Background: an optimization exercise with open tools, aiming at small area, a short achievable clock period and few clock cycles per item. Do not read the settings as production practice. No run shown here included a check of the RTL's function; only the layout flow was run. Power is estimated from default activity; no workload was simulated.

### design/flow/flow/run.sh
#!/bin/bash
# Standard layout, with small port buffers and timing repair aimed below the clock period.
set -euo pipefail
extra=(
  "BUFFER_PORTS_ARGS=-buffer_cell sky130_fd_sc_hd__buf_2"
  "SETUP_SLACK_MARGIN=6.8"
  "ABC_CLOCK_PERIOD_IN_PS=3200"
)
bash standard.sh "${extra[@]}" finish > standard.log 2>&1
### design/flow/standard.sh
#!/bin/bash
# synth_recipe.tcl (not shown) runs the flow's synth.tcl, then flattens the netlist and writes it again
# the make line also repeats each setting of config.mk as NAME=value (left out here)
make -C /OpenROAD-flow-scripts/flow DESIGN_CONFIG=/design/flow/config.mk WORK_HOME=/design/flow/orfs CLKGATE_MAP_FILE= SYNTH_SCRIPT=/design/flow/synth_recipe.tcl "${@:-finish}"
### design/flow/config.mk
export PLATFORM = sky130hd
export DESIGN_NAME = rnn_step_top
export DESIGN_NICKNAME = rnn_step_top
export VERILOG_FILES = /design/flow/design.v
export SDC_FILE = /design/flow/constraint.sdc
export NUM_CORES = 4
export LEC_CHECK = 0
export CAP_MARGIN = 20
export CORE_MARGIN = 2
export CORE_UTILIZATION = 40
export CTS_CLUSTER_DIAMETER = 120
export CTS_CLUSTER_SIZE = 26
export SLEW_MARGIN = 20
### design/flow/constraint.sdc
create_clock -name core_clock -period 10.0 [get_ports {clk}]
set_input_delay 2.0000 -clock core_clock [delete_from_list [all_inputs] [get_ports {clk}]]
set_output_delay 2.0000 -clock core_clock [all_outputs]
set_load 0.01 [all_outputs]
### design/flow/design.v
`default_nettype none
package rnn_pkg;
    typedef logic signed [16-1:0] word_t;           
    function automatic logic [16-1:0] mul_q(input logic [16-1:0] a,
                                                 input logic [16-1:0] b);
        logic signed [2*16-1:0] prod;
        prod = $signed(a) * $signed(b);
        mul_q = prod[8 +: 16];
    endfunction
endpackage
`default_nettype wire
`default_nettype none
module dot_path (
    input  logic [15:0] x,
    input  logic [7:0]  neg,
    input  logic [7:0]  one,
    input  logic [7:0]  two,
    output logic [23:0] s,
    output logic [23:0] c
);
    logic [17:0] x_ext;
    assign x_ext = {{2{x[15]}}, x};
    logic pp_0_0;
    logic pp_0_1;
    logic pp_0_2;
    logic pp_0_3;
    logic pp_0_4;
    logic pp_0_5;
    logic pp_0_6;
    logic pp_0_7;
    logic pp_0_8;
    logic pp_0_9;
    logic pp_0_10;
    logic pp_0_11;
    logic pp_0_12;
    logic pp_0_13;
    logic pp_0_14;
    logic pp_0_15;
    logic pp_0_16;
    logic ppn_0;
    logic pp_1_0;
    logic pp_1_1;
    logic pp_1_2;
    logic pp_1_3;
    logic pp_1_4;
    logic pp_1_5;
    logic pp_1_6;
    logic pp_1_7;
    logic pp_1_8;
    logic pp_1_9;
    logic pp_1_10;
    logic pp_1_11;
    logic pp_1_12;
    logic pp_1_13;
    logic pp_1_14;
    logic pp_1_15;
    logic pp_1_16;
    logic ppn_1;
    logic pp_2_0;
    logic pp_2_1;
    logic pp_2_2;
    logic pp_2_3;
    logic pp_2_4;
    logic pp_2_5;
    logic pp_2_6;
    logic pp_2_7;
    logic pp_2_8;
    logic pp_2_9;
    logic pp_2_10;
    logic pp_2_11;
    logic pp_2_12;
    logic pp_2_13;
    logic pp_2_14;
    logic pp_2_15;
    logic pp_2_16;
    logic ppn_2;
    logic pp_3_0;
    logic pp_3_1;
    logic pp_3_2;
    logic pp_3_3;
    logic pp_3_4;
    logic pp_3_5;
    logic pp_3_6;
    logic pp_3_7;
    logic pp_3_8;
    logic pp_3_9;
    logic pp_3_10;
    logic pp_3_11;
    logic pp_3_12;
    logic pp_3_13;
    logic pp_3_14;
    logic pp_3_15;
    logic pp_3_16;
    logic ppn_3;
    logic pp_4_0;
    logic pp_4_1;
    logic pp_4_2;
    logic pp_4_3;
    logic pp_4_4;
    logic pp_4_5;
    logic pp_4_6;
    logic pp_4_7;
    logic pp_4_8;
    logic pp_4_9;
    logic pp_4_10;
    logic pp_4_11;
    logic pp_4_12;
    logic pp_4_13;
    logic pp_4_14;
    logic pp_4_15;
    logic pp_5_0;
    logic pp_5_1;
    logic pp_5_2;
    logic pp_5_3;
    logic pp_5_4;
    logic pp_5_5;
    logic pp_5_6;
    logic pp_5_7;
    logic pp_5_8;
    logic pp_5_9;
    logic pp_5_10;
    logic pp_5_11;
    logic pp_5_12;
    logic pp_5_13;
    logic pp_6_0;
    logic pp_6_1;
    logic pp_6_2;
    logic pp_6_3;
    logic pp_6_4;
    logic pp_6_5;
    logic pp_6_6;
    logic pp_6_7;
    logic pp_6_8;
    logic pp_6_9;
    logic pp_6_10;
    logic pp_6_11;
    logic pp_7_0;
    logic pp_7_1;
    logic pp_7_2;
    logic pp_7_3;
    logic pp_7_4;
    logic pp_7_5;
    logic pp_7_6;
    logic pp_7_7;
    logic pp_7_8;
    logic pp_7_9;
    logic hs_0_0;
    logic hc_0_0;
    logic hs_0_1;
    logic hc_0_1;
    logic fs_0_2;
    logic fc_0_2;
    logic hs_0_3;
    logic hc_0_3;
    logic fs_0_4;
    logic fc_0_4;
    logic hs_0_5;
    logic hc_0_5;
    logic fs_0_6;
    logic fc_0_6;
    logic fs_0_7;
    logic fc_0_7;
    logic hs_0_8;
    logic hc_0_8;
    logic fs_0_9;
    logic fc_0_9;
    logic fs_0_10;
    logic fc_0_10;
    logic hs_0_11;
    logic hc_0_11;
    logic fs_0_12;
    logic fc_0_12;
    logic fs_0_13;
    logic fc_0_13;
    logic hs_0_14;
    logic hc_0_14;
    logic fs_0_15;
    logic fc_0_15;
    logic fs_0_16;
    logic fc_0_16;
    logic fs_0_17;
    logic fc_0_17;
    logic fs_0_18;
    logic fc_0_18;
    logic fs_0_19;
    logic fc_0_19;
    logic hs_0_20;
    logic hc_0_20;
    logic fs_0_21;
    logic fc_0_21;
    logic fs_0_22;
    logic fc_0_22;
    logic fs_0_23;
    logic fc_0_23;
    logic hs_0_24;
    logic hc_0_24;
    logic fs_0_25;
    logic fc_0_25;
    logic hs_0_26;
    logic hc_0_26;
    logic hs_1_27;
    logic hc_1_27;
    logic hs_1_28;
    logic hc_1_28;
    logic fs_1_29;
    logic fc_1_29;
    logic hs_1_30;
    logic hc_1_30;
    logic fs_1_31;
    logic fc_1_31;
    logic hs_1_32;
    logic hc_1_32;
    logic fs_1_33;
    logic fc_1_33;
    logic fs_1_34;
    logic fc_1_34;
    logic fs_1_35;
    logic fc_1_35;
    logic fs_1_36;
    logic fc_1_36;
    logic fs_1_37;
    logic fc_1_37;
    logic fs_1_38;
    logic fc_1_38;
    logic fs_1_39;
    logic fc_1_39;
    logic fs_1_40;
    logic fc_1_40;
    logic fs_1_41;
    logic fc_1_41;
    logic fs_1_42;
    logic fc_1_42;
    logic fs_1_43;
    logic fc_1_43;
    logic fs_1_44;
    logic fc_1_44;
    logic fs_1_45;
    logic fc_1_45;
    logic fs_1_46;
    logic fc_1_46;
    logic fs_1_47;
    logic fc_1_47;
    logic fs_1_48;
    logic fc_1_48;
    logic fs_1_49;
    logic fc_1_49;
    logic fs_1_50;
    logic fc_1_50;
    logic fs_1_51;
    logic fc_1_51;
    logic fs_1_52;
    logic fc_1_52;
    logic fs_1_53;
    logic fc_1_53;
    logic fs_1_54;
    logic fc_1_54;
    logic fs_1_55;
    logic fc_1_55;
    logic fs_1_56;
    logic fc_1_56;
    logic fs_1_57;
    logic fc_1_57;
    logic fs_1_58;
    logic fc_1_58;
    logic fs_1_59;
    logic fc_1_59;
    logic fs_1_60;
    logic fc_1_60;
    logic hs_2_61;
    logic hc_2_61;
    logic hs_2_62;
    logic hc_2_62;
    logic fs_2_63;
    logic fc_2_63;
    logic fs_2_64;
    logic fc_2_64;
    logic fs_2_65;
    logic fc_2_65;
    logic fs_2_66;
    logic fc_2_66;
    logic fs_2_67;
    logic fc_2_67;
    logic fs_2_68;
    logic fc_2_68;
    logic fs_2_69;
    logic fc_2_69;
    logic fs_2_70;
    logic fc_2_70;
    logic fs_2_71;
    logic fc_2_71;
    logic fs_2_72;
    logic fc_2_72;
    logic fs_2_73;
    logic fc_2_73;
    logic fs_2_74;
    logic fc_2_74;
    logic fs_2_75;
    logic fc_2_75;
    logic fs_2_76;
    logic fc_2_76;
    logic fs_2_77;
    logic fc_2_77;
    logic fs_2_78;
    logic fc_2_78;
    logic fs_2_79;
    logic fc_2_79;
    logic fs_2_80;
    logic fc_2_80;
    logic hs_3_81;
    logic hc_3_81;
    logic hs_3_82;
    logic hc_3_82;
    logic fs_3_83;
    logic fc_3_83;
    logic fs_3_84;
    logic fc_3_84;
    logic fs_3_85;
    logic fc_3_85;
    logic fs_3_86;
    logic fc_3_86;
    logic fs_3_87;
    logic fc_3_87;
    logic fs_3_88;
    logic fc_3_88;
    logic fs_3_89;
    logic fc_3_89;
    logic fs_3_90;
    logic fc_3_90;
    logic fs_3_91;
    logic fc_3_91;
    logic fs_3_92;
    logic fc_3_92;
    logic fs_3_93;
    logic fc_3_93;
    logic fs_3_94;
    logic fc_3_94;
    logic fs_3_95;
    logic fc_3_95;
    logic fs_3_96;
    logic fc_3_96;
    logic fs_3_97;
    logic fc_3_97;
    logic fs_3_98;
    logic fc_3_98;
    logic fs_3_99;
    logic fc_3_99;
    logic fs_3_100;
    logic fc_3_100;
    logic fs_3_101;
    logic fc_3_101;
    logic fs_3_102;
    logic fc_3_102;
    assign pp_0_0 = ((one[0] & x_ext[0]) | (two[0] & 1'b0)) ^ neg[0];
    assign pp_0_1 = ((one[0] & x_ext[1]) | (two[0] & x_ext[0])) ^ neg[0];
    assign pp_0_2 = ((one[0] & x_ext[2]) | (two[0] & x_ext[1])) ^ neg[0];
    assign pp_0_3 = ((one[0] & x_ext[3]) | (two[0] & x_ext[2])) ^ neg[0];
    assign pp_0_4 = ((one[0] & x_ext[4]) | (two[0] & x_ext[3])) ^ neg[0];
    assign pp_0_5 = ((one[0] & x_ext[5]) | (two[0] & x_ext[4])) ^ neg[0];
    assign pp_0_6 = ((one[0] & x_ext[6]) | (two[0] & x_ext[5])) ^ neg[0];
    assign pp_0_7 = ((one[0] & x_ext[7]) | (two[0] & x_ext[6])) ^ neg[0];
    assign pp_0_8 = ((one[0] & x_ext[8]) | (two[0] & x_ext[7])) ^ neg[0];
    assign pp_0_9 = ((one[0] & x_ext[9]) | (two[0] & x_ext[8])) ^ neg[0];
    assign pp_0_10 = ((one[0] & x_ext[10]) | (two[0] & x_ext[9])) ^ neg[0];
    assign pp_0_11 = ((one[0] & x_ext[11]) | (two[0] & x_ext[10])) ^ neg[0];
    assign pp_0_12 = ((one[0] & x_ext[12]) | (two[0] & x_ext[11])) ^ neg[0];
    assign pp_0_13 = ((one[0] & x_ext[13]) | (two[0] & x_ext[12])) ^ neg[0];
    assign pp_0_14 = ((one[0] & x_ext[14]) | (two[0] & x_ext[13])) ^ neg[0];
    assign pp_0_15 = ((one[0] & x_ext[15]) | (two[0] & x_ext[14])) ^ neg[0];
    assign pp_0_16 = ((one[0] & x_ext[16]) | (two[0] & x_ext[15])) ^ neg[0];
    assign ppn_0 = ~(((one[0] & x_ext[17]) | (two[0] & x_ext[16])) ^ neg[0]);
    assign pp_1_0 = ((one[1] & x_ext[0]) | (two[1] & 1'b0)) ^ neg[1];
    assign pp_1_1 = ((one[1] & x_ext[1]) | (two[1] & x_ext[0])) ^ neg[1];
    assign pp_1_2 = ((one[1] & x_ext[2]) | (two[1] & x_ext[1])) ^ neg[1];
    assign pp_1_3 = ((one[1] & x_ext[3]) | (two[1] & x_ext[2])) ^ neg[1];
    assign pp_1_4 = ((one[1] & x_ext[4]) | (two[1] & x_ext[3])) ^ neg[1];
    assign pp_1_5 = ((one[1] & x_ext[5]) | (two[1] & x_ext[4])) ^ neg[1];
    assign pp_1_6 = ((one[1] & x_ext[6]) | (two[1] & x_ext[5])) ^ neg[1];
    assign pp_1_7 = ((one[1] & x_ext[7]) | (two[1] & x_ext[6])) ^ neg[1];
    assign pp_1_8 = ((one[1] & x_ext[8]) | (two[1] & x_ext[7])) ^ neg[1];
    assign pp_1_9 = ((one[1] & x_ext[9]) | (two[1] & x_ext[8])) ^ neg[1];
    assign pp_1_10 = ((one[1] & x_ext[10]) | (two[1] & x_ext[9])) ^ neg[1];
    assign pp_1_11 = ((one[1] & x_ext[11]) | (two[1] & x_ext[10])) ^ neg[1];
    assign pp_1_12 = ((one[1] & x_ext[12]) | (two[1] & x_ext[11])) ^ neg[1];
    assign pp_1_13 = ((one[1] & x_ext[13]) | (two[1] & x_ext[12])) ^ neg[1];
    assign pp_1_14 = ((one[1] & x_ext[14]) | (two[1] & x_ext[13])) ^ neg[1];
    assign pp_1_15 = ((one[1] & x_ext[15]) | (two[1] & x_ext[14])) ^ neg[1];
    assign pp_1_16 = ((one[1] & x_ext[16]) | (two[1] & x_ext[15])) ^ neg[1];
    assign ppn_1 = ~(((one[1] & x_ext[17]) | (two[1] & x_ext[16])) ^ neg[1]);
    assign pp_2_0 = ((one[2] & x_ext[0]) | (two[2] & 1'b0)) ^ neg[2];
    assign pp_2_1 = ((one[2] & x_ext[1]) | (two[2] & x_ext[0])) ^ neg[2];
    assign pp_2_2 = ((one[2] & x_ext[2]) | (two[2] & x_ext[1])) ^ neg[2];
    assign pp_2_3 = ((one[2] & x_ext[3]) | (two[2] & x_ext[2])) ^ neg[2];
    assign pp_2_4 = ((one[2] & x_ext[4]) | (two[2] & x_ext[3])) ^ neg[2];
    assign pp_2_5 = ((one[2] & x_ext[5]) | (two[2] & x_ext[4])) ^ neg[2];
    assign pp_2_6 = ((one[2] & x_ext[6]) | (two[2] & x_ext[5])) ^ neg[2];
    assign pp_2_7 = ((one[2] & x_ext[7]) | (two[2] & x_ext[6])) ^ neg[2];
    assign pp_2_8 = ((one[2] & x_ext[8]) | (two[2] & x_ext[7])) ^ neg[2];
    assign pp_2_9 = ((one[2] & x_ext[9]) | (two[2] & x_ext[8])) ^ neg[2];
    assign pp_2_10 = ((one[2] & x_ext[10]) | (two[2] & x_ext[9])) ^ neg[2];
    assign pp_2_11 = ((one[2] & x_ext[11]) | (two[2] & x_ext[10])) ^ neg[2];
    assign pp_2_12 = ((one[2] & x_ext[12]) | (two[2] & x_ext[11])) ^ neg[2];
    assign pp_2_13 = ((one[2] & x_ext[13]) | (two[2] & x_ext[12])) ^ neg[2];
    assign pp_2_14 = ((one[2] & x_ext[14]) | (two[2] & x_ext[13])) ^ neg[2];
    assign pp_2_15 = ((one[2] & x_ext[15]) | (two[2] & x_ext[14])) ^ neg[2];
    assign pp_2_16 = ((one[2] & x_ext[16]) | (two[2] & x_ext[15])) ^ neg[2];
    assign ppn_2 = ~(((one[2] & x_ext[17]) | (two[2] & x_ext[16])) ^ neg[2]);
    assign pp_3_0 = ((one[3] & x_ext[0]) | (two[3] & 1'b0)) ^ neg[3];
    assign pp_3_1 = ((one[3] & x_ext[1]) | (two[3] & x_ext[0])) ^ neg[3];
    assign pp_3_2 = ((one[3] & x_ext[2]) | (two[3] & x_ext[1])) ^ neg[3];
    assign pp_3_3 = ((one[3] & x_ext[3]) | (two[3] & x_ext[2])) ^ neg[3];
    assign pp_3_4 = ((one[3] & x_ext[4]) | (two[3] & x_ext[3])) ^ neg[3];
    assign pp_3_5 = ((one[3] & x_ext[5]) | (two[3] & x_ext[4])) ^ neg[3];
    assign pp_3_6 = ((one[3] & x_ext[6]) | (two[3] & x_ext[5])) ^ neg[3];
    assign pp_3_7 = ((one[3] & x_ext[7]) | (two[3] & x_ext[6])) ^ neg[3];
    assign pp_3_8 = ((one[3] & x_ext[8]) | (two[3] & x_ext[7])) ^ neg[3];
    assign pp_3_9 = ((one[3] & x_ext[9]) | (two[3] & x_ext[8])) ^ neg[3];
    assign pp_3_10 = ((one[3] & x_ext[10]) | (two[3] & x_ext[9])) ^ neg[3];
    assign pp_3_11 = ((one[3] & x_ext[11]) | (two[3] & x_ext[10])) ^ neg[3];
    assign pp_3_12 = ((one[3] & x_ext[12]) | (two[3] & x_ext[11])) ^ neg[3];
    assign pp_3_13 = ((one[3] & x_ext[13]) | (two[3] & x_ext[12])) ^ neg[3];
    assign pp_3_14 = ((one[3] & x_ext[14]) | (two[3] & x_ext[13])) ^ neg[3];
    assign pp_3_15 = ((one[3] & x_ext[15]) | (two[3] & x_ext[14])) ^ neg[3];
    assign pp_3_16 = ((one[3] & x_ext[16]) | (two[3] & x_ext[15])) ^ neg[3];
    assign ppn_3 = ~(((one[3] & x_ext[17]) | (two[3] & x_ext[16])) ^ neg[3]);
    assign pp_4_0 = ((one[4] & x_ext[0]) | (two[4] & 1'b0)) ^ neg[4];
    assign pp_4_1 = ((one[4] & x_ext[1]) | (two[4] & x_ext[0])) ^ neg[4];
    assign pp_4_2 = ((one[4] & x_ext[2]) | (two[4] & x_ext[1])) ^ neg[4];
    assign pp_4_3 = ((one[4] & x_ext[3]) | (two[4] & x_ext[2])) ^ neg[4];
    assign pp_4_4 = ((one[4] & x_ext[4]) | (two[4] & x_ext[3])) ^ neg[4];
    assign pp_4_5 = ((one[4] & x_ext[5]) | (two[4] & x_ext[4])) ^ neg[4];
    assign pp_4_6 = ((one[4] & x_ext[6]) | (two[4] & x_ext[5])) ^ neg[4];
    assign pp_4_7 = ((one[4] & x_ext[7]) | (two[4] & x_ext[6])) ^ neg[4];
    assign pp_4_8 = ((one[4] & x_ext[8]) | (two[4] & x_ext[7])) ^ neg[4];
    assign pp_4_9 = ((one[4] & x_ext[9]) | (two[4] & x_ext[8])) ^ neg[4];
    assign pp_4_10 = ((one[4] & x_ext[10]) | (two[4] & x_ext[9])) ^ neg[4];
    assign pp_4_11 = ((one[4] & x_ext[11]) | (two[4] & x_ext[10])) ^ neg[4];
    assign pp_4_12 = ((one[4] & x_ext[12]) | (two[4] & x_ext[11])) ^ neg[4];
    assign pp_4_13 = ((one[4] & x_ext[13]) | (two[4] & x_ext[12])) ^ neg[4];
    assign pp_4_14 = ((one[4] & x_ext[14]) | (two[4] & x_ext[13])) ^ neg[4];
    assign pp_4_15 = ((one[4] & x_ext[15]) | (two[4] & x_ext[14])) ^ neg[4];
    assign pp_5_0 = ((one[5] & x_ext[0]) | (two[5] & 1'b0)) ^ neg[5];
    assign pp_5_1 = ((one[5] & x_ext[1]) | (two[5] & x_ext[0])) ^ neg[5];
    assign pp_5_2 = ((one[5] & x_ext[2]) | (two[5] & x_ext[1])) ^ neg[5];
    assign pp_5_3 = ((one[5] & x_ext[3]) | (two[5] & x_ext[2])) ^ neg[5];
    assign pp_5_4 = ((one[5] & x_ext[4]) | (two[5] & x_ext[3])) ^ neg[5];
    assign pp_5_5 = ((one[5] & x_ext[5]) | (two[5] & x_ext[4])) ^ neg[5];
    assign pp_5_6 = ((one[5] & x_ext[6]) | (two[5] & x_ext[5])) ^ neg[5];
    assign pp_5_7 = ((one[5] & x_ext[7]) | (two[5] & x_ext[6])) ^ neg[5];
    assign pp_5_8 = ((one[5] & x_ext[8]) | (two[5] & x_ext[7])) ^ neg[5];
    assign pp_5_9 = ((one[5] & x_ext[9]) | (two[5] & x_ext[8])) ^ neg[5];
    assign pp_5_10 = ((one[5] & x_ext[10]) | (two[5] & x_ext[9])) ^ neg[5];
    assign pp_5_11 = ((one[5] & x_ext[11]) | (two[5] & x_ext[10])) ^ neg[5];
    assign pp_5_12 = ((one[5] & x_ext[12]) | (two[5] & x_ext[11])) ^ neg[5];
    assign pp_5_13 = ((one[5] & x_ext[13]) | (two[5] & x_ext[12])) ^ neg[5];
    assign pp_6_0 = ((one[6] & x_ext[0]) | (two[6] & 1'b0)) ^ neg[6];
    assign pp_6_1 = ((one[6] & x_ext[1]) | (two[6] & x_ext[0])) ^ neg[6];
    assign pp_6_2 = ((one[6] & x_ext[2]) | (two[6] & x_ext[1])) ^ neg[6];
    assign pp_6_3 = ((one[6] & x_ext[3]) | (two[6] & x_ext[2])) ^ neg[6];
    assign pp_6_4 = ((one[6] & x_ext[4]) | (two[6] & x_ext[3])) ^ neg[6];
    assign pp_6_5 = ((one[6] & x_ext[5]) | (two[6] & x_ext[4])) ^ neg[6];
    assign pp_6_6 = ((one[6] & x_ext[6]) | (two[6] & x_ext[5])) ^ neg[6];
    assign pp_6_7 = ((one[6] & x_ext[7]) | (two[6] & x_ext[6])) ^ neg[6];
    assign pp_6_8 = ((one[6] & x_ext[8]) | (two[6] & x_ext[7])) ^ neg[6];
    assign pp_6_9 = ((one[6] & x_ext[9]) | (two[6] & x_ext[8])) ^ neg[6];
    assign pp_6_10 = ((one[6] & x_ext[10]) | (two[6] & x_ext[9])) ^ neg[6];
    assign pp_6_11 = ((one[6] & x_ext[11]) | (two[6] & x_ext[10])) ^ neg[6];
    assign pp_7_0 = ((one[7] & x_ext[0]) | (two[7] & 1'b0)) ^ neg[7];
    assign pp_7_1 = ((one[7] & x_ext[1]) | (two[7] & x_ext[0])) ^ neg[7];
    assign pp_7_2 = ((one[7] & x_ext[2]) | (two[7] & x_ext[1])) ^ neg[7];
    assign pp_7_3 = ((one[7] & x_ext[3]) | (two[7] & x_ext[2])) ^ neg[7];
    assign pp_7_4 = ((one[7] & x_ext[4]) | (two[7] & x_ext[3])) ^ neg[7];
    assign pp_7_5 = ((one[7] & x_ext[5]) | (two[7] & x_ext[4])) ^ neg[7];
    assign pp_7_6 = ((one[7] & x_ext[6]) | (two[7] & x_ext[5])) ^ neg[7];
    assign pp_7_7 = ((one[7] & x_ext[7]) | (two[7] & x_ext[6])) ^ neg[7];
    assign pp_7_8 = ((one[7] & x_ext[8]) | (two[7] & x_ext[7])) ^ neg[7];
    assign pp_7_9 = ((one[7] & x_ext[9]) | (two[7] & x_ext[8])) ^ neg[7];
    assign hs_0_0 = pp_0_10 ^ pp_1_8;
    assign hc_0_0 = pp_0_10 & pp_1_8;
    assign hs_0_1 = pp_0_11 ^ pp_1_9;
    assign hc_0_1 = pp_0_11 & pp_1_9;
    assign fs_0_2 = pp_0_12 ^ pp_1_10 ^ pp_2_8;
    assign fc_0_2 = (pp_0_12 & pp_1_10) | (pp_0_12 & pp_2_8) | (pp_1_10 & pp_2_8);
    assign hs_0_3 = pp_3_6 ^ pp_4_4;
    assign hc_0_3 = pp_3_6 & pp_4_4;
    assign fs_0_4 = pp_0_13 ^ pp_1_11 ^ pp_2_9;
    assign fc_0_4 = (pp_0_13 & pp_1_11) | (pp_0_13 & pp_2_9) | (pp_1_11 & pp_2_9);
    assign hs_0_5 = pp_3_7 ^ pp_4_5;
    assign hc_0_5 = pp_3_7 & pp_4_5;
    assign fs_0_6 = pp_0_14 ^ pp_1_12 ^ pp_2_10;
    assign fc_0_6 = (pp_0_14 & pp_1_12) | (pp_0_14 & pp_2_10) | (pp_1_12 & pp_2_10);
    assign fs_0_7 = pp_3_8 ^ pp_4_6 ^ pp_5_4;
    assign fc_0_7 = (pp_3_8 & pp_4_6) | (pp_3_8 & pp_5_4) | (pp_4_6 & pp_5_4);
    assign hs_0_8 = pp_6_2 ^ pp_7_0;
    assign hc_0_8 = pp_6_2 & pp_7_0;
    assign fs_0_9 = pp_0_15 ^ pp_1_13 ^ pp_2_11;
    assign fc_0_9 = (pp_0_15 & pp_1_13) | (pp_0_15 & pp_2_11) | (pp_1_13 & pp_2_11);
    assign fs_0_10 = pp_3_9 ^ pp_4_7 ^ pp_5_5;
    assign fc_0_10 = (pp_3_9 & pp_4_7) | (pp_3_9 & pp_5_5) | (pp_4_7 & pp_5_5);
    assign hs_0_11 = pp_6_3 ^ pp_7_1;
    assign hc_0_11 = pp_6_3 & pp_7_1;
    assign fs_0_12 = pp_0_16 ^ pp_1_14 ^ pp_2_12;
    assign fc_0_12 = (pp_0_16 & pp_1_14) | (pp_0_16 & pp_2_12) | (pp_1_14 & pp_2_12);
    assign fs_0_13 = pp_3_10 ^ pp_4_8 ^ pp_5_6;
    assign fc_0_13 = (pp_3_10 & pp_4_8) | (pp_3_10 & pp_5_6) | (pp_4_8 & pp_5_6);
    assign hs_0_14 = pp_6_4 ^ pp_7_2;
    assign hc_0_14 = pp_6_4 & pp_7_2;
    assign fs_0_15 = ppn_0 ^ pp_1_15 ^ pp_2_13;
    assign fc_0_15 = (ppn_0 & pp_1_15) | (ppn_0 & pp_2_13) | (pp_1_15 & pp_2_13);
    assign fs_0_16 = pp_3_11 ^ pp_4_9 ^ pp_5_7;
    assign fc_0_16 = (pp_3_11 & pp_4_9) | (pp_3_11 & pp_5_7) | (pp_4_9 & pp_5_7);
    assign fs_0_17 = pp_6_5 ^ pp_7_3 ^ 1'b1;
    assign fc_0_17 = (pp_6_5 & pp_7_3) | (pp_6_5 & 1'b1) | (pp_7_3 & 1'b1);
    assign fs_0_18 = pp_1_16 ^ pp_2_14 ^ pp_3_12;
    assign fc_0_18 = (pp_1_16 & pp_2_14) | (pp_1_16 & pp_3_12) | (pp_2_14 & pp_3_12);
    assign fs_0_19 = pp_4_10 ^ pp_5_8 ^ pp_6_6;
    assign fc_0_19 = (pp_4_10 & pp_5_8) | (pp_4_10 & pp_6_6) | (pp_5_8 & pp_6_6);
    assign hs_0_20 = pp_7_4 ^ 1'b1;
    assign hc_0_20 = pp_7_4 & 1'b1;
    assign fs_0_21 = ppn_1 ^ pp_2_15 ^ pp_3_13;
    assign fc_0_21 = (ppn_1 & pp_2_15) | (ppn_1 & pp_3_13) | (pp_2_15 & pp_3_13);
    assign fs_0_22 = pp_4_11 ^ pp_5_9 ^ pp_6_7;
    assign fc_0_22 = (pp_4_11 & pp_5_9) | (pp_4_11 & pp_6_7) | (pp_5_9 & pp_6_7);
    assign fs_0_23 = pp_2_16 ^ pp_3_14 ^ pp_4_12;
    assign fc_0_23 = (pp_2_16 & pp_3_14) | (pp_2_16 & pp_4_12) | (pp_3_14 & pp_4_12);
    assign hs_0_24 = pp_5_10 ^ pp_6_8;
    assign hc_0_24 = pp_5_10 & pp_6_8;
    assign fs_0_25 = ppn_2 ^ pp_3_15 ^ pp_4_13;
    assign fc_0_25 = (ppn_2 & pp_3_15) | (ppn_2 & pp_4_13) | (pp_3_15 & pp_4_13);
    assign hs_0_26 = pp_3_16 ^ pp_4_14;
    assign hc_0_26 = pp_3_16 & pp_4_14;
    assign hs_1_27 = pp_0_6 ^ pp_1_4;
    assign hc_1_27 = pp_0_6 & pp_1_4;
    assign hs_1_28 = pp_0_7 ^ pp_1_5;
    assign hc_1_28 = pp_0_7 & pp_1_5;
    assign fs_1_29 = pp_0_8 ^ pp_1_6 ^ pp_2_4;
    assign fc_1_29 = (pp_0_8 & pp_1_6) | (pp_0_8 & pp_2_4) | (pp_1_6 & pp_2_4);
    assign hs_1_30 = pp_3_2 ^ pp_4_0;
    assign hc_1_30 = pp_3_2 & pp_4_0;
    assign fs_1_31 = pp_0_9 ^ pp_1_7 ^ pp_2_5;
    assign fc_1_31 = (pp_0_9 & pp_1_7) | (pp_0_9 & pp_2_5) | (pp_1_7 & pp_2_5);
    assign hs_1_32 = pp_3_3 ^ pp_4_1;
    assign hc_1_32 = pp_3_3 & pp_4_1;
    assign fs_1_33 = pp_2_6 ^ pp_3_4 ^ pp_4_2;
    assign fc_1_33 = (pp_2_6 & pp_3_4) | (pp_2_6 & pp_4_2) | (pp_3_4 & pp_4_2);
    assign fs_1_34 = pp_5_0 ^ neg[5] ^ hs_0_0;
    assign fc_1_34 = (pp_5_0 & neg[5]) | (pp_5_0 & hs_0_0) | (neg[5] & hs_0_0);
    assign fs_1_35 = pp_2_7 ^ pp_3_5 ^ pp_4_3;
    assign fc_1_35 = (pp_2_7 & pp_3_5) | (pp_2_7 & pp_4_3) | (pp_3_5 & pp_4_3);
    assign fs_1_36 = pp_5_1 ^ hc_0_0 ^ hs_0_1;
    assign fc_1_36 = (pp_5_1 & hc_0_0) | (pp_5_1 & hs_0_1) | (hc_0_0 & hs_0_1);
    assign fs_1_37 = pp_5_2 ^ pp_6_0 ^ neg[6];
    assign fc_1_37 = (pp_5_2 & pp_6_0) | (pp_5_2 & neg[6]) | (pp_6_0 & neg[6]);
    assign fs_1_38 = hc_0_1 ^ fs_0_2 ^ hs_0_3;
    assign fc_1_38 = (hc_0_1 & fs_0_2) | (hc_0_1 & hs_0_3) | (fs_0_2 & hs_0_3);
    assign fs_1_39 = pp_5_3 ^ pp_6_1 ^ fc_0_2;
    assign fc_1_39 = (pp_5_3 & pp_6_1) | (pp_5_3 & fc_0_2) | (pp_6_1 & fc_0_2);
    assign fs_1_40 = hc_0_3 ^ fs_0_4 ^ hs_0_5;
    assign fc_1_40 = (hc_0_3 & fs_0_4) | (hc_0_3 & hs_0_5) | (fs_0_4 & hs_0_5);
    assign fs_1_41 = neg[7] ^ fc_0_4 ^ hc_0_5;
    assign fc_1_41 = (neg[7] & fc_0_4) | (neg[7] & hc_0_5) | (fc_0_4 & hc_0_5);
    assign fs_1_42 = fs_0_6 ^ fs_0_7 ^ hs_0_8;
    assign fc_1_42 = (fs_0_6 & fs_0_7) | (fs_0_6 & hs_0_8) | (fs_0_7 & hs_0_8);
    assign fs_1_43 = fc_0_6 ^ fc_0_7 ^ hc_0_8;
    assign fc_1_43 = (fc_0_6 & fc_0_7) | (fc_0_6 & hc_0_8) | (fc_0_7 & hc_0_8);
    assign fs_1_44 = fs_0_9 ^ fs_0_10 ^ hs_0_11;
    assign fc_1_44 = (fs_0_9 & fs_0_10) | (fs_0_9 & hs_0_11) | (fs_0_10 & hs_0_11);
    assign fs_1_45 = fc_0_9 ^ fc_0_10 ^ hc_0_11;
    assign fc_1_45 = (fc_0_9 & fc_0_10) | (fc_0_9 & hc_0_11) | (fc_0_10 & hc_0_11);
    assign fs_1_46 = fs_0_12 ^ fs_0_13 ^ hs_0_14;
    assign fc_1_46 = (fs_0_12 & fs_0_13) | (fs_0_12 & hs_0_14) | (fs_0_13 & hs_0_14);
    assign fs_1_47 = fc_0_12 ^ fc_0_13 ^ hc_0_14;
    assign fc_1_47 = (fc_0_12 & fc_0_13) | (fc_0_12 & hc_0_14) | (fc_0_13 & hc_0_14);
    assign fs_1_48 = fs_0_15 ^ fs_0_16 ^ fs_0_17;
    assign fc_1_48 = (fs_0_15 & fs_0_16) | (fs_0_15 & fs_0_17) | (fs_0_16 & fs_0_17);
    assign fs_1_49 = fc_0_15 ^ fc_0_16 ^ fc_0_17;
    assign fc_1_49 = (fc_0_15 & fc_0_16) | (fc_0_15 & fc_0_17) | (fc_0_16 & fc_0_17);
    assign fs_1_50 = fs_0_18 ^ fs_0_19 ^ hs_0_20;
    assign fc_1_50 = (fs_0_18 & fs_0_19) | (fs_0_18 & hs_0_20) | (fs_0_19 & hs_0_20);
    assign fs_1_51 = pp_7_5 ^ fc_0_18 ^ fc_0_19;
    assign fc_1_51 = (pp_7_5 & fc_0_18) | (pp_7_5 & fc_0_19) | (fc_0_18 & fc_0_19);
    assign fs_1_52 = hc_0_20 ^ fs_0_21 ^ fs_0_22;
    assign fc_1_52 = (hc_0_20 & fs_0_21) | (hc_0_20 & fs_0_22) | (fs_0_21 & fs_0_22);
    assign fs_1_53 = pp_7_6 ^ 1'b1 ^ fc_0_21;
    assign fc_1_53 = (pp_7_6 & 1'b1) | (pp_7_6 & fc_0_21) | (1'b1 & fc_0_21);
    assign fs_1_54 = fc_0_22 ^ fs_0_23 ^ hs_0_24;
    assign fc_1_54 = (fc_0_22 & fs_0_23) | (fc_0_22 & hs_0_24) | (fs_0_23 & hs_0_24);
    assign fs_1_55 = pp_5_11 ^ pp_6_9 ^ pp_7_7;
    assign fc_1_55 = (pp_5_11 & pp_6_9) | (pp_5_11 & pp_7_7) | (pp_6_9 & pp_7_7);
    assign fs_1_56 = fc_0_23 ^ hc_0_24 ^ fs_0_25;
    assign fc_1_56 = (fc_0_23 & hc_0_24) | (fc_0_23 & fs_0_25) | (hc_0_24 & fs_0_25);
    assign fs_1_57 = pp_5_12 ^ pp_6_10 ^ pp_7_8;
    assign fc_1_57 = (pp_5_12 & pp_6_10) | (pp_5_12 & pp_7_8) | (pp_6_10 & pp_7_8);
    assign fs_1_58 = 1'b1 ^ fc_0_25 ^ hs_0_26;
    assign fc_1_58 = (1'b1 & fc_0_25) | (1'b1 & hs_0_26) | (fc_0_25 & hs_0_26);
    assign fs_1_59 = ppn_3 ^ pp_4_15 ^ pp_5_13;
    assign fc_1_59 = (ppn_3 & pp_4_15) | (ppn_3 & pp_5_13) | (pp_4_15 & pp_5_13);
    assign fs_1_60 = pp_6_11 ^ pp_7_9 ^ hc_0_26;
    assign fc_1_60 = (pp_6_11 & pp_7_9) | (pp_6_11 & hc_0_26) | (pp_7_9 & hc_0_26);
    assign hs_2_61 = pp_0_4 ^ pp_1_2;
    assign hc_2_61 = pp_0_4 & pp_1_2;
    assign hs_2_62 = pp_0_5 ^ pp_1_3;
    assign hc_2_62 = pp_0_5 & pp_1_3;
    assign fs_2_63 = pp_2_2 ^ pp_3_0 ^ neg[3];
    assign fc_2_63 = (pp_2_2 & pp_3_0) | (pp_2_2 & neg[3]) | (pp_3_0 & neg[3]);
    assign fs_2_64 = pp_2_3 ^ pp_3_1 ^ hc_1_27;
    assign fc_2_64 = (pp_2_3 & pp_3_1) | (pp_2_3 & hc_1_27) | (pp_3_1 & hc_1_27);
    assign fs_2_65 = neg[4] ^ hc_1_28 ^ fs_1_29;
    assign fc_2_65 = (neg[4] & hc_1_28) | (neg[4] & fs_1_29) | (hc_1_28 & fs_1_29);
    assign fs_2_66 = fc_1_29 ^ hc_1_30 ^ fs_1_31;
    assign fc_2_66 = (fc_1_29 & hc_1_30) | (fc_1_29 & fs_1_31) | (hc_1_30 & fs_1_31);
    assign fs_2_67 = fc_1_31 ^ hc_1_32 ^ fs_1_33;
    assign fc_2_67 = (fc_1_31 & hc_1_32) | (fc_1_31 & fs_1_33) | (hc_1_32 & fs_1_33);
    assign fs_2_68 = fc_1_33 ^ fc_1_34 ^ fs_1_35;
    assign fc_2_68 = (fc_1_33 & fc_1_34) | (fc_1_33 & fs_1_35) | (fc_1_34 & fs_1_35);
    assign fs_2_69 = fc_1_35 ^ fc_1_36 ^ fs_1_37;
    assign fc_2_69 = (fc_1_35 & fc_1_36) | (fc_1_35 & fs_1_37) | (fc_1_36 & fs_1_37);
    assign fs_2_70 = fc_1_37 ^ fc_1_38 ^ fs_1_39;
    assign fc_2_70 = (fc_1_37 & fc_1_38) | (fc_1_37 & fs_1_39) | (fc_1_38 & fs_1_39);
    assign fs_2_71 = fc_1_39 ^ fc_1_40 ^ fs_1_41;
    assign fc_2_71 = (fc_1_39 & fc_1_40) | (fc_1_39 & fs_1_41) | (fc_1_40 & fs_1_41);
    assign fs_2_72 = fc_1_41 ^ fc_1_42 ^ fs_1_43;
    assign fc_2_72 = (fc_1_41 & fc_1_42) | (fc_1_41 & fs_1_43) | (fc_1_42 & fs_1_43);
    assign fs_2_73 = fc_1_43 ^ fc_1_44 ^ fs_1_45;
    assign fc_2_73 = (fc_1_43 & fc_1_44) | (fc_1_43 & fs_1_45) | (fc_1_44 & fs_1_45);
    assign fs_2_74 = fc_1_45 ^ fc_1_46 ^ fs_1_47;
    assign fc_2_74 = (fc_1_45 & fc_1_46) | (fc_1_45 & fs_1_47) | (fc_1_46 & fs_1_47);
    assign fs_2_75 = fc_1_47 ^ fc_1_48 ^ fs_1_49;
    assign fc_2_75 = (fc_1_47 & fc_1_48) | (fc_1_47 & fs_1_49) | (fc_1_48 & fs_1_49);
    assign fs_2_76 = fc_1_49 ^ fc_1_50 ^ fs_1_51;
    assign fc_2_76 = (fc_1_49 & fc_1_50) | (fc_1_49 & fs_1_51) | (fc_1_50 & fs_1_51);
    assign fs_2_77 = fc_1_51 ^ fc_1_52 ^ fs_1_53;
    assign fc_2_77 = (fc_1_51 & fc_1_52) | (fc_1_51 & fs_1_53) | (fc_1_52 & fs_1_53);
    assign fs_2_78 = fc_1_53 ^ fc_1_54 ^ fs_1_55;
    assign fc_2_78 = (fc_1_53 & fc_1_54) | (fc_1_53 & fs_1_55) | (fc_1_54 & fs_1_55);
    assign fs_2_79 = fc_1_55 ^ fc_1_56 ^ fs_1_57;
    assign fc_2_79 = (fc_1_55 & fc_1_56) | (fc_1_55 & fs_1_57) | (fc_1_56 & fs_1_57);
    assign fs_2_80 = fc_1_57 ^ fc_1_58 ^ fs_1_59;
    assign fc_2_80 = (fc_1_57 & fc_1_58) | (fc_1_57 & fs_1_59) | (fc_1_58 & fs_1_59);
    assign hs_3_81 = pp_0_2 ^ pp_1_0;
    assign hc_3_81 = pp_0_2 & pp_1_0;
    assign hs_3_82 = pp_0_3 ^ pp_1_1;
    assign hc_3_82 = pp_0_3 & pp_1_1;
    assign fs_3_83 = pp_2_0 ^ neg[2] ^ hs_2_61;
    assign fc_3_83 = (pp_2_0 & neg[2]) | (pp_2_0 & hs_2_61) | (neg[2] & hs_2_61);
    assign fs_3_84 = pp_2_1 ^ hc_2_61 ^ hs_2_62;
    assign fc_3_84 = (pp_2_1 & hc_2_61) | (pp_2_1 & hs_2_62) | (hc_2_61 & hs_2_62);
    assign fs_3_85 = hs_1_27 ^ hc_2_62 ^ fs_2_63;
    assign fc_3_85 = (hs_1_27 & hc_2_62) | (hs_1_27 & fs_2_63) | (hc_2_62 & fs_2_63);
    assign fs_3_86 = hs_1_28 ^ fc_2_63 ^ fs_2_64;
    assign fc_3_86 = (hs_1_28 & fc_2_63) | (hs_1_28 & fs_2_64) | (fc_2_63 & fs_2_64);
    assign fs_3_87 = hs_1_30 ^ fc_2_64 ^ fs_2_65;
    assign fc_3_87 = (hs_1_30 & fc_2_64) | (hs_1_30 & fs_2_65) | (fc_2_64 & fs_2_65);
    assign fs_3_88 = hs_1_32 ^ fc_2_65 ^ fs_2_66;
    assign fc_3_88 = (hs_1_32 & fc_2_65) | (hs_1_32 & fs_2_66) | (fc_2_65 & fs_2_66);
    assign fs_3_89 = fs_1_34 ^ fc_2_66 ^ fs_2_67;
    assign fc_3_89 = (fs_1_34 & fc_2_66) | (fs_1_34 & fs_2_67) | (fc_2_66 & fs_2_67);
    assign fs_3_90 = fs_1_36 ^ fc_2_67 ^ fs_2_68;
    assign fc_3_90 = (fs_1_36 & fc_2_67) | (fs_1_36 & fs_2_68) | (fc_2_67 & fs_2_68);
    assign fs_3_91 = fs_1_38 ^ fc_2_68 ^ fs_2_69;
    assign fc_3_91 = (fs_1_38 & fc_2_68) | (fs_1_38 & fs_2_69) | (fc_2_68 & fs_2_69);
    assign fs_3_92 = fs_1_40 ^ fc_2_69 ^ fs_2_70;
    assign fc_3_92 = (fs_1_40 & fc_2_69) | (fs_1_40 & fs_2_70) | (fc_2_69 & fs_2_70);
    assign fs_3_93 = fs_1_42 ^ fc_2_70 ^ fs_2_71;
    assign fc_3_93 = (fs_1_42 & fc_2_70) | (fs_1_42 & fs_2_71) | (fc_2_70 & fs_2_71);
    assign fs_3_94 = fs_1_44 ^ fc_2_71 ^ fs_2_72;
    assign fc_3_94 = (fs_1_44 & fc_2_71) | (fs_1_44 & fs_2_72) | (fc_2_71 & fs_2_72);
    assign fs_3_95 = fs_1_46 ^ fc_2_72 ^ fs_2_73;
    assign fc_3_95 = (fs_1_46 & fc_2_72) | (fs_1_46 & fs_2_73) | (fc_2_72 & fs_2_73);
    assign fs_3_96 = fs_1_48 ^ fc_2_73 ^ fs_2_74;
    assign fc_3_96 = (fs_1_48 & fc_2_73) | (fs_1_48 & fs_2_74) | (fc_2_73 & fs_2_74);
    assign fs_3_97 = fs_1_50 ^ fc_2_74 ^ fs_2_75;
    assign fc_3_97 = (fs_1_50 & fc_2_74) | (fs_1_50 & fs_2_75) | (fc_2_74 & fs_2_75);
    assign fs_3_98 = fs_1_52 ^ fc_2_75 ^ fs_2_76;
    assign fc_3_98 = (fs_1_52 & fc_2_75) | (fs_1_52 & fs_2_76) | (fc_2_75 & fs_2_76);
    assign fs_3_99 = fs_1_54 ^ fc_2_76 ^ fs_2_77;
    assign fc_3_99 = (fs_1_54 & fc_2_76) | (fs_1_54 & fs_2_77) | (fc_2_76 & fs_2_77);
    assign fs_3_100 = fs_1_56 ^ fc_2_77 ^ fs_2_78;
    assign fc_3_100 = (fs_1_56 & fc_2_77) | (fs_1_56 & fs_2_78) | (fc_2_77 & fs_2_78);
    assign fs_3_101 = fs_1_58 ^ fc_2_78 ^ fs_2_79;
    assign fc_3_101 = (fs_1_58 & fc_2_78) | (fs_1_58 & fs_2_79) | (fc_2_78 & fs_2_79);
    assign fs_3_102 = fs_1_60 ^ fc_2_79 ^ fs_2_80;
    assign fc_3_102 = (fs_1_60 & fc_2_79) | (fs_1_60 & fs_2_80) | (fc_2_79 & fs_2_80);
    assign s[0] = pp_0_0;
    assign c[0] = neg[0];
    assign s[1] = pp_0_1;
    assign c[1] = 1'b0;
    assign s[2] = neg[1];
    assign c[2] = hs_3_81;
    assign s[3] = hc_3_81;
    assign c[3] = hs_3_82;
    assign s[4] = hc_3_82;
    assign c[4] = fs_3_83;
    assign s[5] = fc_3_83;
    assign c[5] = fs_3_84;
    assign s[6] = fc_3_84;
    assign c[6] = fs_3_85;
    assign s[7] = fc_3_85;
    assign c[7] = fs_3_86;
    assign s[8] = fc_3_86;
    assign c[8] = fs_3_87;
    assign s[9] = fc_3_87;
    assign c[9] = fs_3_88;
    assign s[10] = fc_3_88;
    assign c[10] = fs_3_89;
    assign s[11] = fc_3_89;
    assign c[11] = fs_3_90;
    assign s[12] = fc_3_90;
    assign c[12] = fs_3_91;
    assign s[13] = fc_3_91;
    assign c[13] = fs_3_92;
    assign s[14] = fc_3_92;
    assign c[14] = fs_3_93;
    assign s[15] = fc_3_93;
    assign c[15] = fs_3_94;
    assign s[16] = fc_3_94;
    assign c[16] = fs_3_95;
    assign s[17] = fc_3_95;
    assign c[17] = fs_3_96;
    assign s[18] = fc_3_96;
    assign c[18] = fs_3_97;
    assign s[19] = fc_3_97;
    assign c[19] = fs_3_98;
    assign s[20] = fc_3_98;
    assign c[20] = fs_3_99;
    assign s[21] = fc_3_99;
    assign c[21] = fs_3_100;
    assign s[22] = fc_3_100;
    assign c[22] = fs_3_101;
    assign s[23] = fc_3_101;
    assign c[23] = fs_3_102;
endmodule
`default_nettype wire
`default_nettype none
module rnn_step_top (
    input  logic                            clk,
    input  logic                            reset,
    input  logic                            execute,
    input  logic [7-1:0]             token,
    output logic [27-1:0]              mem_a_addr,
    output logic                            mem_a_read,
    input  logic [16-1:0]              mem_a_data,
    input  logic                            mem_a_valid,
    output logic [27-1:0]              mem_b_addr,
    output logic                            mem_b_read,
    input  logic [16-1:0]              mem_b_data,
    input  logic                            mem_b_valid,
    output logic [8*16-1:0] hidden_state,
    output logic                            done
);
    localparam logic [15:0] ONE_Q = 16'h0100;      
    logic       busy;
    logic       start;
    logic [6:0] token_q;
    logic       done_q;
    logic       finish;
    assign start = !busy && execute;
    assign done = done_q;
    logic       a_fin;
    logic       a_rd;
    logic [8:0] a_addr;
    logic       a_last;
    logic       a_emb;
    logic       a_bias;
    logic [2:0] a_row;
    logic [8:0] a_n_addr;
    assign a_emb = (a_addr < 9'd304);
    assign a_bias = (a_addr >= 9'd400);
    assign a_last = (a_addr == 9'd407);
    assign a_row = a_bias ? a_addr[2:0] : {~a_addr[4], a_addr[3:2]};
    always_comb
    begin
        if (a_emb)
            a_n_addr = {7'd76, a_addr[1:0]};                   
        else if (a_bias)
            a_n_addr = a_addr + 9'd1;
        else if (a_addr[4:2] != 3'b011)
            a_n_addr = a_addr + 9'd4;                          
        else if (a_addr[1:0] != 2'd3)
            a_n_addr = {token_q, a_addr[1:0] + 2'd1};          
        else
            a_n_addr = 9'd400;
    end
    always_ff @(posedge clk)
    begin
        if (reset)
        begin
            a_rd <= 1'b0;
            a_fin <= 1'b0;
        end
        else if (start)
        begin
            a_rd <= 1'b1;
            a_fin <= 1'b0;
        end
        else
        begin
            a_rd <= busy && mem_a_valid && !a_last;
            if (busy && mem_a_valid && a_last)
                a_fin <= 1'b1;
        end
    end
    always_ff @(posedge clk)
    begin
        if (start)
            a_addr <= {token, 2'b00};
        else if (mem_a_valid)
            a_addr <= a_n_addr;
    end
    assign mem_a_read = a_rd;
    assign mem_a_addr = 27'(a_addr);
    logic       b_fin;
    logic       b_rd;
    logic [8:0] b_addr;
    logic       b_last;
    logic       b_bias;
    logic [2:0] b_row;
    assign b_last = (b_addr == 9'd415);
    assign b_bias = (b_addr >= 9'd408);
    assign b_row = b_bias ? b_addr[2:0] : 3'(b_addr[5:3] - 3'd2);
    always_ff @(posedge clk)
    begin
        if (reset)
        begin
            b_rd <= 1'b0;
            b_fin <= 1'b0;
        end
        else if (start)
        begin
            b_rd <= 1'b1;
            b_fin <= 1'b0;
        end
        else
        begin
            b_rd <= busy && mem_b_valid && !b_last;
            if (busy && mem_b_valid && b_last)
                b_fin <= 1'b1;
        end
    end
    always_ff @(posedge clk)
    begin
        if (start)
            b_addr <= 9'd336;
        else if (mem_b_valid)
            b_addr <= (b_addr == 9'd399) ? 9'd408 : b_addr + 9'd1;
    end
    assign mem_b_read = b_rd;
    assign mem_b_addr = 27'(b_addr);
    logic [15:0] e_q;
    logic [15:0] a_hold;
    logic        a_hold_v;
    logic        a_hold_bias;
    logic [2:0]  a_hold_row;
    logic        a_mul;           
    logic [15:0] b_h;
    assign a_mul = busy && mem_a_valid && !a_emb;
    always_comb
    begin
        b_h = 16'd0;
        for (int j = 0; j < 8; j++)
            b_h = b_h | (hidden_state[j*16 +: 16] & {16{b_addr[2:0] == 3'(j)}});
    end
    logic        p1_v;
    logic [7:0]  p1_row;         
    logic [15:0] p1_x;
    logic [7:0]  p1_neg;
    logic [7:0]  p1_one;
    logic [7:0]  p1_two;
    function automatic logic [23:0] booth_enc(input logic [15:0] y);
        logic [16:0] ye;
        logic [7:0]  neg;
        logic [7:0]  one;
        logic [7:0]  two;
        ye = {y, 1'b0};
        for (int i = 0; i < 8; i++)
        begin
            neg[i] = ye[2*i+2];
            one[i] = ye[2*i+1] ^ ye[2*i];
            two[i] = (ye[2*i+2] & ~ye[2*i+1] & ~ye[2*i])
                   | (~ye[2*i+2] & ye[2*i+1] & ye[2*i]);
        end
        booth_enc = {neg, one, two};
    endfunction
    logic [23:0] enc_b;
    logic [23:0] enc_a;
    logic        a_sel_bias;
    assign a_sel_bias = a_hold_v ? a_hold_bias : a_bias;
    assign enc_b = booth_enc(b_bias ? ONE_Q : b_h);
    assign enc_a = booth_enc(a_sel_bias ? ONE_Q : e_q);
    always_ff @(posedge clk)
    begin
        if (reset || start)
        begin
            p1_v <= 1'b0;
            a_hold_v <= 1'b0;
        end
        else
        begin
            p1_v <= (busy && mem_b_valid) || a_hold_v || a_mul;
            a_hold_v <= a_mul && mem_b_valid;
        end
    end
    always_ff @(posedge clk)
    begin
        if (mem_a_valid && a_emb)
            e_q <= mem_a_data;
        a_hold <= mem_a_data;
        a_hold_bias <= a_bias;
        a_hold_row <= a_row;
        if (busy && mem_b_valid)
        begin
            p1_row <= 8'(1) << b_row;
            p1_x <= mem_b_data;
            {p1_neg, p1_one, p1_two} <= enc_b;
        end
        else
        begin
            p1_row <= 8'(1) << (a_hold_v ? a_hold_row : a_row);
            p1_x <= a_hold_v ? a_hold : mem_a_data;
            {p1_neg, p1_one, p1_two} <= enc_a;
        end
    end
    logic [23:0] t7s, t7c;
    dot_path u_mul (
        .x   (p1_x),
        .neg (p1_neg),
        .one (p1_one),
        .two (p1_two),
        .s   (t7s),
        .c   (t7c)
    );
    logic        p2_v;
    logic [7:0]  p2_row;         
    logic [15:0] p2_s;            
    logic [15:0] p2_c;
    logic        p2_cin;          
    logic [8:0]  lo_sum;
    assign lo_sum = {1'b0, t7s[7:0]} + {1'b0, t7c[7:0]};
    always_ff @(posedge clk)
    begin
        if (reset || start)
            p2_v <= 1'b0;
        else
            p2_v <= p1_v;
        p2_row <= p1_row;
        p2_s <= t7s[23:8];
        p2_c <= t7c[23:8];
        p2_cin <= lo_sum[8];
    end
    logic [15:0] acc [0:7];
    logic [7:0]  touched;
    logic [15:0] acc_q;
    logic [15:0] c3s;
    logic [15:0] c3c;
    logic [15:0] acc_new;
    logic [15:0] acc_pick;
    always_comb
    begin
        acc_pick = 16'd0;
        for (int r = 0; r < 8; r++)
            acc_pick = acc_pick | (acc[r] & {16{p1_row[r] & touched[r]}});
    end
    always_comb
    begin
        c3s = acc_q ^ p2_s ^ p2_c;
        c3c = (acc_q & p2_s) | (acc_q & p2_c) | (p2_s & p2_c);
        acc_new = c3s + {c3c[14:0], p2_cin};
    end
    always_ff @(posedge clk)
    begin
        if (reset || start)
            touched <= 8'd0;
        else if (p2_v)
            touched <= touched | p2_row;
        for (int r = 0; r < 8; r++)
            if (p2_v && p2_row[r])
                acc[r] <= acc_new;
        if (p2_v && (p2_row & p1_row) != 8'd0)
            acc_q <= acc_new;
        else
            acc_q <= acc_pick;
    end
    assign finish = busy && !done_q && a_fin && b_fin && !a_hold_v && !p1_v && !p2_v;
    always_ff @(posedge clk)
    begin
        if (reset)
        begin
            busy <= 1'b0;
            done_q <= 1'b0;
            hidden_state <= '0;
        end
        else
        begin
            if (start)
                busy <= 1'b1;
            else if (done_q)
                busy <= 1'b0;
            done_q <= finish;
            if (finish)
                for (int r = 0; r < 8; r++)
                    hidden_state[r*16 +: 16] <= acc[r];
        end
    end
    always_ff @(posedge clk)
    begin
        if (start)
            token_q <= token;
    end
endmodule
`default_nettype wire
==> results of run 1 <==
==> per-layer routing <==
layer	wire length, µm	global-route usage (%)	up-vias
li1	-	-	7649
met1	27190	30.01	8282
met2	30680	36.39	663
met3	4903	3.623	113
met4	2273	7.909	0
met5	0	0	-
==> state kept, by name (all words and copies together), names as in the netlist, 9 cells and up <==
| name | count |
|---|---|
| p2_c | 16 |
| hidden_state | 128 |
| a_addr | 9 |
| e_q | 16 |
| acc | 128 |
| acc_q | 16 |
| p1_x | 16 |
| b_addr | 9 |
| p2_s | 16 |
| a_hold | 16 |
==> path summary, 6_finish.rpt <==
kind	start	to	slack, ns	cells after the start
hold reg to reg	p1_row[4]$_SDFF_PN0_	p2_row[4]$_DFF_P_	0.37	0
setup / recovery	hidden_state[41]$_SDFFE_PP0P_	hidden_state[41]	6.82	1
setup reg to reg	p2_s[0]$_DFF_P_	acc_q[12]$_DFF_P_	6.89	11
hold / removal	p1_row[4]$_SDFF_PN0_	p2_row[4]$_DFF_P_	0.37	0
==> kinds of logic (layout without fill, tap and decap cells) <==
group / Yosys count / after routing
compound gates: 509 / 509
simple gates: 556 / 556
buf+inv: 295 / 374
flops: 439 / 439
fa+ha+maj: 142 / 142
other cells: 1 / 36
mux: 48 / 48
xor+xnor: 173 / 173
==> final cells by class <==
class / count / area [µm²]
Sequential cell: 439 / 10470
Clock buffer: 34 / 574.3
Tap cell: 696 / 870.8
Fill cell: 5104 / 29780
Clock inverter: 2 / 36.28
Timing Repair Buffer: 236 / 1333
Multi-Input combinational cell: 1464 / 10480
Inverter: 102 / 384.1
==> metrics by stage <==
step / hold WS (ns) / setup WS, ns
detailed placement: 0.3601 / 6.294
floorplan: 0.3443 / 6.820
global placement: 0.3600 / 6.396
finish: 0.3725 / 6.818
global route: 0.3862 / 6.733
CTS: 0.3737 / 6.778
==> power groups by stage <==
stage | Sequential, mW | Clock (mW) | Combinational, mW
6_report | 2.63 | 0.992 | 2.99
4_1_cts | 2.63 | 1.01 | 2.88
2_1_floorplan | 2.56 | 0 | 2.05
5_1_grt | 2.65 | 1.07 | 3.39
3_5_place_dp | 2.68 | 0 | 2.79
3_3_place_gp | 2.67 | 0 | 2.73
==> cell usage in the layout (no fill, tap or decap), types with 4 or more instances in the layout <==
cell and instances:
dfxtp_2 49, conb_1 36, a221o_1 4, nor2b_1 15, or2_2 5, nand4_1 20, buf_4 40, fa_1 84
inv_1 100, xor2_1 45, and2_1 17, nand3_1 14, o22ai_1 16, dfxtp_1 223, clkbuf_16 21, nand2b_1 8
clkbuf_1 13, xnor2_2 9, o21a_1 6, dfxtp_4 9, nor2_1 87, nor3b_1 5, mux2i_1 28, xnor2_1 116
a222oi_1 40, a22oi_1 181, o21ai_0 52, nand2_1 353, a21oi_1 170, ha_1 57, buf_2 192, mux2_2 20
edfxtp_1 158, o31a_1 4, nor3_1 12, a21o_1 7
==> what timing repair did <==
item	4_1_cts	5_1_grt
pin swaps	1	4
buffers inserted	10	3
gates cloned	1	0
gates resized for setup	50	41
endpoints found under the setup margin	81	79
==> key figures, run 1 <==
Drt
  • Residual DRC: 0
  • Number of vias in the routed layout: roughly 17k
  • Wire length per cell: around 22 µm
  • DR iter-0 viols: 1540
  • Post-DRT Antenna Nets: 0
  • Via/cell ratio: 5.620
  • Drt first pass iters: 7
  • Routed WL: 65040 µm

Layout
  • Design Area, Final: 0.02414 mm²
  • Final nets: 2449
  • Ratio of cells with drive above 1 in the final layout: between 10% and 20%
  • Synthesis-to-finish area growth: 10.55%
  • Ant diodes: 0
  • Fin util: 44.77%
  • Final cell count without fillers: 2973

Setup path
  • Crit path buffers/inverters: 1
  • Worst Setup End Kind: output pin
  • Crit-path leading delay family: flip-flops
  • CP required: 8.00 ns
  • CP Launch Type: flop
  • Worst Path Arrival: 1.18 ns
  • Crit-path max cell delay: 0.45 ns
  • CP Class: flop to output pin
  • CP max stage cell: dfxtp_1
  • Max Fanout on Critical Path: 3
  • Worst path cell trace: buf_2

Synth
  • Main combinational cell family by area after synthesis: compound AO/OA/AOI/OAI gates
  • Synthesized area per cell: between 10 and 15 µm²
  • Synth area leaders: dfxtp_1 (26%), edfxtp_1 (22%), fa_1 (7.7%)
  • Most common cell in the netlist: nand2_1
  • Largest area contributor in the netlist: dfxtp_1
  • Primary FF master, synth: dfxtp_1
  • Register area share after synthesis: a little under half
  • Library cells used by synthesis: between 60 and 70
  • Post-synthesis mux area share: between 2 and 2.5%
  • Compound-Gate Fraction of Synth Area: between 10% and 20%
  • Synth Area in XOR/XNOR: 6.939%
  • Post-synthesis adder-cell area fraction: 11.01%
  • Top post-synthesis cells by count: nand2_1 (354), dfxtp_1 (281), a22oi_1 (181)
  • Post-synth ARST share: 0%
  • Simple-gate share of the synthesized area: 10.86%
  • Number of synthesized flops with an enable pin: ~160
  • Post-synthesis cell count: 2163
  • Mapped Area: about 0.022 mm²
  • Flops & latches, synth: 439
  • Synth Warn #: 2
  • Top cell type's share of synthesized area: between 20% and 30%

Clock network
  • Clock network latency to the later pin of the worst-skew pair: 0.56 ns
  • H-Tree Depth: 1
  • Total CTS buffers: 21
  • CTS tree: yes
  • Post-CTS Hold Buffers: 0
  • CTS sink cnt: 439
  • CTS clock-pin slew for the worst setup and hold paths: 0.10 ns
  • Clock Tree Root: clkbuf_16
  • Clk buf depth: 3

Timing
  • Fin Setup TNS: 0 ns
  • Slew @ Worst Pin: 1.162 ns
  • Fin crit period: 3.182 ns
  • Rel. slew slack: between 20% and 30%
  • Setup-failing EPs final: 0
  • Final Hold Viols: 0
  • Final Max Tran Viols: 0
  • RSZ-0062 raised after global routing: yes
  • Period utilization: about a third
  • Fmax: 314.3 MHz
  • Clock Skew: 0.02670 ns

Placed design
  • Post-DP HPWL: around 46000 µm
  • PortBufs: around 190
  • Placed cell areas: 0.02315 mm²
  • GPL Wtd Cong: 0.8838
  • Cells after DPL: 2923

Power
  • Combinational group share of total power: between 40 and 50%
  • Clock power share: roughly 15%
  • Switching share of power: 38.74%
  • Pint: 4.049 mW
  • Register share of total power: 39.8%
  • P_leak: 9.177 nW
  • Switching power: 2.561 mW
  • Power after layout: ~6.6 mW
  • Worst VDD drop: 177.5 µV
  • Pwr Density: between 200 and 300 mW/mm²

Global route
  • Pin count of the biggest net entering global routing: roughly 110
  • GRT overflow: 0
  • First-pass GRT wire length: slightly below 100000 µm
  • Vias in the first global route: roughly 16k
  • GRT Util Overall: around 22%
  • Initial antenna violation count: 1

Job
  • Max Cap Viol: 0

Outcome
  • Status: finished clean

Die
  • Core ar.: 0.05392 mm²
  • Die area: 0.05647 mm²
  • Row count: 85
  • I/O pins: 229
  • Die Span Y: 237.6 µm
  • Die W: 237.6 µm
  • Initial Util: 40.49%

Min path
  • Hold Path Class: flop to flop
==> run 2: changes to the inputs <==
--- a/design/flow/design.v
+++ b/design/flow/design.v
@@ -862,9 +862,7 @@
     logic        p1_v;
     logic [7:0]  p1_row;         
     logic [15:0] p1_x;
-    logic [7:0]  p1_neg;
-    logic [7:0]  p1_one;
-    logic [7:0]  p1_two;
+    logic [15:0] p1_y;            
     function automatic logic [23:0] booth_enc(input logic [15:0] y);
         logic [16:0] ye;
         logic [7:0]  neg;
@@ -880,12 +878,10 @@
         end
         booth_enc = {neg, one, two};
     endfunction
-    logic [23:0] enc_b;
-    logic [23:0] enc_a;
+    logic [23:0] enc_b;           
     logic        a_sel_bias;
     assign a_sel_bias = a_hold_v ? a_hold_bias : a_bias;
-    assign enc_b = booth_enc(b_bias ? ONE_Q : b_h);
-    assign enc_a = booth_enc(a_sel_bias ? ONE_Q : e_q);
+    assign enc_b = booth_enc(p1_y);
     always_ff @(posedge clk)
     begin
         if (reset || start)
@@ -910,21 +906,21 @@
         begin
             p1_row <= 8'(1) << b_row;
             p1_x <= mem_b_data;
-            {p1_neg, p1_one, p1_two} <= enc_b;
+            p1_y <= b_bias ? ONE_Q : b_h;
         end
         else
         begin
             p1_row <= 8'(1) << (a_hold_v ? a_hold_row : a_row);
             p1_x <= a_hold_v ? a_hold : mem_a_data;
-            {p1_neg, p1_one, p1_two} <= enc_a;
+            p1_y <= a_sel_bias ? ONE_Q : e_q;
         end
     end
     logic [23:0] t7s, t7c;
     dot_path u_mul (
         .x   (p1_x),
-        .neg (p1_neg),
-        .one (p1_one),
-        .two (p1_two),
+        .neg (enc_b[23:16]),
+        .one (enc_b[15:8]),
+        .two (enc_b[7:0]),
         .s   (t7s),
         .c   (t7c)
     );
==> run 2 against run 1 <==
Largest power group unchanged. Global-route usage up 4.7 points. Count of clock-buffer cells in the layout unchanged. Worst hold slack better by 0.0044 ns. Core utilization up 3.6 points. Still clean on timing, DRC and antenna. Critical endpoint is now p2_c[15]$_DFF_P_. Setup slack worse by 0.11 ns. Maximum frequency down 3.4%.
==> key figures, run 2 <==
Synth
  • Synth Warn #: 2
  • Post-synth ARST share: 0%
  • Primary FF master, synth: dfxtp_1
  • Synthesized area per cell: 9.054 µm²
  • Synth area leaders: dfxtp_1 (23%), edfxtp_1 (20%), fa_1 (7.1%)
  • Synth Area in XOR/XNOR: 2.592%
  • Simple-gate share of the synthesized area: 14.02%
  • Library cells used by synthesis: 83
  • Post-synthesis mux area share: 1.730%
  • Mapped Area: 0.02365 mm²
  • Post-synthesis cell count: 2612
  • Main combinational cell family by area after synthesis: compound AO/OA/AOI/OAI gates
  • Compound-Gate Fraction of Synth Area: around 20%

Placed design
  • GPL Wtd Cong: 0.9077

Drt
  • Routed WL: 88060 µm
  • DR iter-0 viols: between 2k and 3k
  • Residual DRC: 0

Setup path
  • Crit path buffers/inverters: 1
  • WP depth: 15
  • CP required: approximately 11 ns
  • Crit-path max cell delay: 0.39 ns
  • R2r setup slk: 6.71 ns
  • Worst Path Arrival: about 3.8 ns
  • Depth of the most critical reg-to-reg path: 15
  • Reg-to-reg endpoint: p2_c[15]$_DFF_P_
  • CP Class: flop to flop
  • Worst Setup End Kind: flop

Global route
  • Vias in the first global route: 19.73k
  • GRT overflow: 0
  • Initial antenna violation count: 3

Outcome
  • Status: finished clean

Timing
  • Fin Setup TNS: 0 ns
  • Setup-failing EPs final: 0
  • Slew @ Worst Pin: 1.158 ns
  • Rel. slew slack: 22.79%
  • Fin crit period: 3.293 ns
  • RSZ-0062 raised after global routing: yes
  • Final Max Tran Viols: 0
  • Final Hold Viols: 0

Die
  • Row count: 89
  • Die area: 0.06108 mm²

Layout
  • Largest registers: acc: 128 flops, hidden_state: 128 flops
  • Leading cell types in the layout, fill and taps excluded: nand2_1 (434), a21oi_1 (245), dfxtp_1 (200)
  • Final nets: between 2k and 3k

Min path
  • Hold Path Class: flop to flop

Power
  • Pwr Density: 241.9 mW/mm²
  • P_leak: 10.84 nW

Job
  • Max Cap Viol: 0

Clock network
  • Post-CTS Hold Buffers: 0
## run 2: cell count changes after synthesis, moves of 68 or more
cell	delta
a21oi_1	+84
a22oi_1	-94
nand2_1	+87
xnor2_1	-78
o21ai_0	+100
buf_2	+68
nor2_1	+95
## run 2: timing repair
item,in CTS,in global routing
buffers inserted,60,47
gates resized for setup,230,129
cloned,16,15
endpoints found under the setup margin,118,112
pin swaps,30,48
## run 2: logic make-up (layout without fill, tap and decap cells)
group	count (synthesis)	after routing
AOI/OAI and AO/OA	740	740
xor gates and xnor gates	70	70
adders and majority gates	172	172
buffers and inverters	374	529
DFF	431	431
muxes	38	38
other	1	36
and+or+nand+nor	786	787
## run 2: layer usage
| layer | wire, µm | share of wire (%) | GRT usage, % |
|---|---|---|---|
| met1 | 34110 | 39 | 35.98 |
| met2 | 40190 | 46 | 43.15 |
| met3 | 9023 | 10 | 4.504 |
| met4 | 4738 | 5.4 | 11.57 |
| met5 | 0 | 0 | 0 |
## run 2: how the worst min path moves through the flow
stage                              start                end  slack, ns  cells past startpoint
floorplan           p1_row[0]$_SDFF_PP0_  p2_row[0]$_DFF_P_       0.34                      0
global placement    p1_row[6]$_SDFF_PN0_  p2_row[6]$_DFF_P_       0.36                      0
detailed placement  p1_row[7]$_SDFF_PN0_  p2_row[7]$_DFF_P_       0.36                      0
CTS                 p1_row[7]$_SDFF_PN0_  p2_row[7]$_DFF_P_       0.38                      0
global route        p1_row[6]$_SDFF_PN0_  p2_row[6]$_DFF_P_       0.39                      0
finish              p1_row[6]$_SDFF_PN0_  p2_row[6]$_DFF_P_       0.38                      0
## run 2: final cells by class
| type | count | area [µm²] |
|---|---|---|
| inverters | 114 | 471.7 |
| clock buffers | 34 | 574.3 |
| clock inverters | 4 | 61.31 |
| repair buffers | 377 | 3359 |
| fillers | 5382 | 30280 |
| multi-input cells | 1843 | 12590 |
| flip-flops and latches | 431 | 10380 |
| well taps | 773 | 967.2 |
## run 2: power breakdown
group	internal, mW	switching (mW)	total, mW
sequential	2.40	0.102	2.50
combinational	1.29	2.08	3.36
clock	0.411	0.598	1.01
## run 2: stage by stage
stage / util (%) / total power [mW] / hold slack, ns / cell area, µm² / setup WS [ns]
floorplan: - / 4.430 / 0.3443 / 23930 / 6.736
global placement: 42.46 / 5.221 / 0.3592 / 24920 / 6.119
detailed placement: 42.46 / 5.297 / 0.3632 / 24920 / 6.054
CTS: 46.57 / 6.648 / 0.3778 / 27330 / 6.725
global route: 48.41 / 7.291 / 0.3882 / 28410 / 6.549
finish: 48.41 / 6.873 / 0.3770 / 28410 / 6.707

==> what the ideal ports hide <==
No port has a modelled driver above. Below, the same layouts with a new extraction and two added sets of constraints.
Step 1 assumes that a clkbuf_16 drives the clock port and a buf_2 every other input.
Step 2 also shifts input and output timing later by t, the mid clock arrival at the registers, as if the neighbouring blocks saw the same clock.
Three values: no drivers, after step 1, after step 2; two values: the first two.
run | shift t [ns] | setup WS [ns]
run 1 | 0.603 | 6.818 / 6.759 / 6.374
run 2 | 0.623 | 6.707 / 6.707 / 6.330
After both steps setup and hold are still met in every run listed.
